Context: an optimization exercise on an open-source flow, tuned for small area. The choices shown serve that exercise and are no tape-out recipe.
The RTL was checked by simulation tests, not by an equivalence proof against the original design.
No driver is modelled on the clock port, so clocking that relies on it looks cheaper here than on a real chip.
No activity file was given, so power comes from the tool's default toggle rates.

Setup of run A:
Design kairo_csr_hpm, start of the top module:
module kairo_csr_hpm #(
  parameter int NUM_HPM    = 13,
  parameter int CNT_WIDTH  = 64,
  parameter int NUM_EVENTS = 16
) (
  input  logic                  clk_i,
  input  logic                  rst_i,
  input  logic [11:0]           csr_addr_i,
  input  logic                  csr_we_i,
  input  logic [31:0]           csr_wdata_i,
  input  logic [31:0]           csr_wmask_i,
  output logic [31:0]           csr_rdata_o,
  output logic                  csr_hit_o,
  input  logic                  retire_i,
  input  logic [NUM_EVENTS-1:0] events_i,
  output logic                  ovf_irq_o
);
clock: 7.0 ns
lec_check: 0
cap_margin: 5
core_margin: 2
core_utilization: 55
place_density: 0.65
slew_margin: 5
synth_hierarchical: 1
standard.sh (not shown) runs the stock make flow with config.mk's settings and CLKGATE_MAP_FILE= SYNTH_SCRIPT=/design/flow/synth_recipe.tcl, a recipe that flattens the netlist after the stock synthesis.
==> flow/flow/run.sh <==
#!/bin/bash
# The standard layout (the standard.sh, unchanged synthesis), with knobs ORFS reads from
# the environment:
#  * clock tree: sink clusters of up to 25 flip-flops within 100 um, no dummy loads;
#  * port buffers: the smallest buffer cell (every port still gets its buffer);
#  * after clock tree synthesis, cells on paths with slack are sized down
#    (flow/post_cts.tcl).
set -e
export CTS_ARGS="-sink_clustering_enable -repair_clock_nets -dont_use_dummy_load -sink_clustering_size 25 -sink_clustering_max_diameter 100"
export BUFFER_PORTS_ARGS="-buffer_cell sky130_fd_sc_hd__buf_1"
export POST_CTS_TCL="$PWD/flow/post_cts.tcl"
bash standard.sh > standard.log 2>&1
==> flow/flow/post_cts.tcl <==
# Size down cells that have setup slack to spare, then legalize again.
estimate_parasitics -placement
repair_timing -recover_power 100
detailed_placement
check_placement -verbose
estimate_parasitics -placement
The flow completed for run A, but it is not clean: the layout still shows capacitance limit, slew limit.
[inputs] run B vs run A
Settings: CORE_UTILIZATION now 50, was 55; PLACE_DENSITY now 0.6, was 0.65; CAP_MARGIN now 20, was 5; SLEW_MARGIN now 20, was 5.
Across run B and run A, a clean result was obtained everywhere but in run A. Relative to run A, run B improves final worst-path setup slack. Between run B and run A, the difference in proportion of power drawn by combinational gates is negligible. For the buffering stage count on the worst path with inverters included, run B came in 1 higher than run A did. Last weighted congestion value of the routability-driven placer, run B and run A: smaller value in run B.
Input-level comparison between run C and run B:
Settings: a change of CORE_UTILIZATION from 50 to 55; a change of PLACE_DENSITY from 0.6 to 0.65.
## What came out
- Compared with run B, in run C post-route met1 wirelength has decreased; cell area after synthesis was more or less identical; headroom to the max-slew limit grew by 3.3 points; final worst hold slack went up.
- Busiest layer in global routing: met1 -> run C, met2 -> run B
- Taking run B as the reference point, the detailed-routing iteration count for the pre-antenna-repair pass of run C rises by 2.
- As far as share of total power in the clock network is concerned, run C and run B perform about the same.
- Going from run B to run C, total wirelength of the detailed-routed design went down by 5000 um, depth of the worst register-to-register path went up by 1.
- Against run B, run C comes in 4.7% lower on floorplan row count.
The inputs of run D differ from those of run C as listed below.
Settings: PLACE_DENSITY now 0.7, was 0.65; CORE_UTILIZATION now 60, was 55.
Findings:
- In terms of total combinational power, run C and run D differ only marginally.
- Comparing global-route usage for run C and run D, the smaller number came from run C.
- The master of the slowest instance on the critical path comes out clkbuf_2 in one run and a222oi_1 in the other, namely in run C and run D respectively.
- First-pass GRT wire length, run C and run D, higher one = run C.
- Taking run C as the reference, in run D overall power down 0.55%; maximum resistive drop on vdd has increased; met1 layer wirelength in the final routing fell by about 5.5%.
- Going from run C to run D, the die area was shrunk.

* * *

kairo_csr_hpm, a different RTL version from the one above (not shown whole).
For scale: roughly 130 I/O pins, roughly 62,000 um2 of cells after synthesis.
## kairo_csr_hpm
module kairo_csr_hpm #(
  parameter int NUM_HPM    = 13,
  parameter int CNT_WIDTH  = 64,
  parameter int NUM_EVENTS = 16
) (
  input  logic                  clk_i,
  input  logic                  rst_i,
  input  logic [11:0]           csr_addr_i,
  input  logic                  csr_we_i,
  input  logic [31:0]           csr_wdata_i,
  input  logic [31:0]           csr_wmask_i,
  output logic [31:0]           csr_rdata_o,
  output logic                  csr_hit_o,
  input  logic                  retire_i,
  input  logic [NUM_EVENTS-1:0] events_i,
  output logic                  ovf_irq_o
);
make LEC_CHECK=0 CAP_MARGIN=20 CORE_MARGIN=2 CORE_UTILIZATION=55 CTS_CLUSTER_DIAMETER=100 CTS_CLUSTER_SIZE=25 PLACE_DENSITY=0.65 SLEW_MARGIN=20 SYNTH_HIERARCHICAL=1 finish   # period 7.0 ns
run.sh (not shown) runs the stock make flow with config.mk's settings and CLKGATE_MAP_FILE= SYNTH_SCRIPT=/design/flow/synth_recipe.tcl, a recipe that flattens the netlist after the stock synthesis.
Stock flow here: none of the scripts above is used.
The starting point completed with no timing, DRC or antenna violations.
Next try:
Settings changed: CTS_CLUSTER_DIAMETER 100 to not set, CTS_CLUSTER_SIZE 25 to not set.
Effect:
- sequential power hardly moves
- design area goes up by a few percent
- setup slack degrades by 0.073 ns
- via count came out higher slightly
- total power climbs by a quarter to a third
Next try:
==> flow/flow/run.sh (new file) <==
#!/bin/bash
# The standard layout (the standard.sh, unchanged synthesis), with two knobs ORFS reads
# from the environment:
#  * clock tree: larger sink clusters and no dummy loads;
#  * port buffers: the smallest buffer cell (every port still gets its buffer).
set -e
export CTS_ARGS="-sink_clustering_enable -repair_clock_nets -dont_use_dummy_load -sink_clustering_size 30 -sink_clustering_max_diameter 60"
export BUFFER_PORTS_ARGS="-buffer_cell sky130_fd_sc_hd__buf_1"
bash standard.sh > standard.log 2>&1
==> flow/standard.sh (new file) <==
#!/bin/bash
# synth_recipe.tcl (not shown) runs the flow's synth.tcl, then flattens the netlist and writes it again
# the make line also repeats each setting of config.mk as NAME=value (left out here)
make -C /OpenROAD-flow-scripts/flow DESIGN_CONFIG=/design/flow/config.mk WORK_HOME=/design/flow/orfs CLKGATE_MAP_FILE= SYNTH_SCRIPT=/design/flow/synth_recipe.tcl "${@:-finish}"
removed: flow/run.sh
The changed run completed without violations.
Worst hold slack barely changes.
Sequential cell count does not change.
Non-clock buffer count decreases by 27.

==> afterwards: timing with drivers on the ports <==
The flow's constraints put no driver on any port. The routed layouts listed below were extracted and timed again, unchanged, in two steps. Step 1 (the two cells are an assumption about what drives the block):
set clk [get_ports {clk_i}]
set_driving_cell -lib_cell sky130_fd_sc_hd__clkbuf_16 $clk
set_driving_cell -lib_cell sky130_fd_sc_hd__buf_2 [delete_from_list [all_inputs] $clk]
Step 2 also shifts input and output timing later by t, the mid clock arrival at the registers, as if the neighbouring blocks saw the same clock. Slacks: no drivers / after step 1 / after step 2; pairs: no drivers / after step 1.
run	shift t [ns]	setup slack, ns	latest minus earliest clock arrival (ns)	worst register clock-pin slew, ns	worst data-port slew with drivers (ns)
run A	0.794	0.226 / 0.281 / -0.513	0.033 / 0.033	0.11 / 0.11	0.16
run B	0.794	0.627 / 0.639 / -0.155	0.040 / 0.039	0.11 / 0.11	0.21
run C	0.803	0.602 / 0.659 / -0.144	0.082 / 0.082	0.11 / 0.11	0.15
run D	0.796	0.510 / 0.532 / -0.264	0.038 / 0.038	0.11 / 0.11	0.11
the first run of note 2	0.804	0.613 / 0.670 / -0.134	0.030 / 0.030	0.11 / 0.11	0.13
the second run of note 2	0.831	0.540 / 0.598 / -0.234	0.030 / 0.031	0.06 / 0.06	0.13
the third run of note 2	0.804	1.232 / 1.201 / 0.397	0.053 / 0.053	0.09 / 0.09	0.18
For the third run of note 2, which loses most, drivers alone change the setup slack by -0.031 ns; drivers and shift together by -0.835 ns.
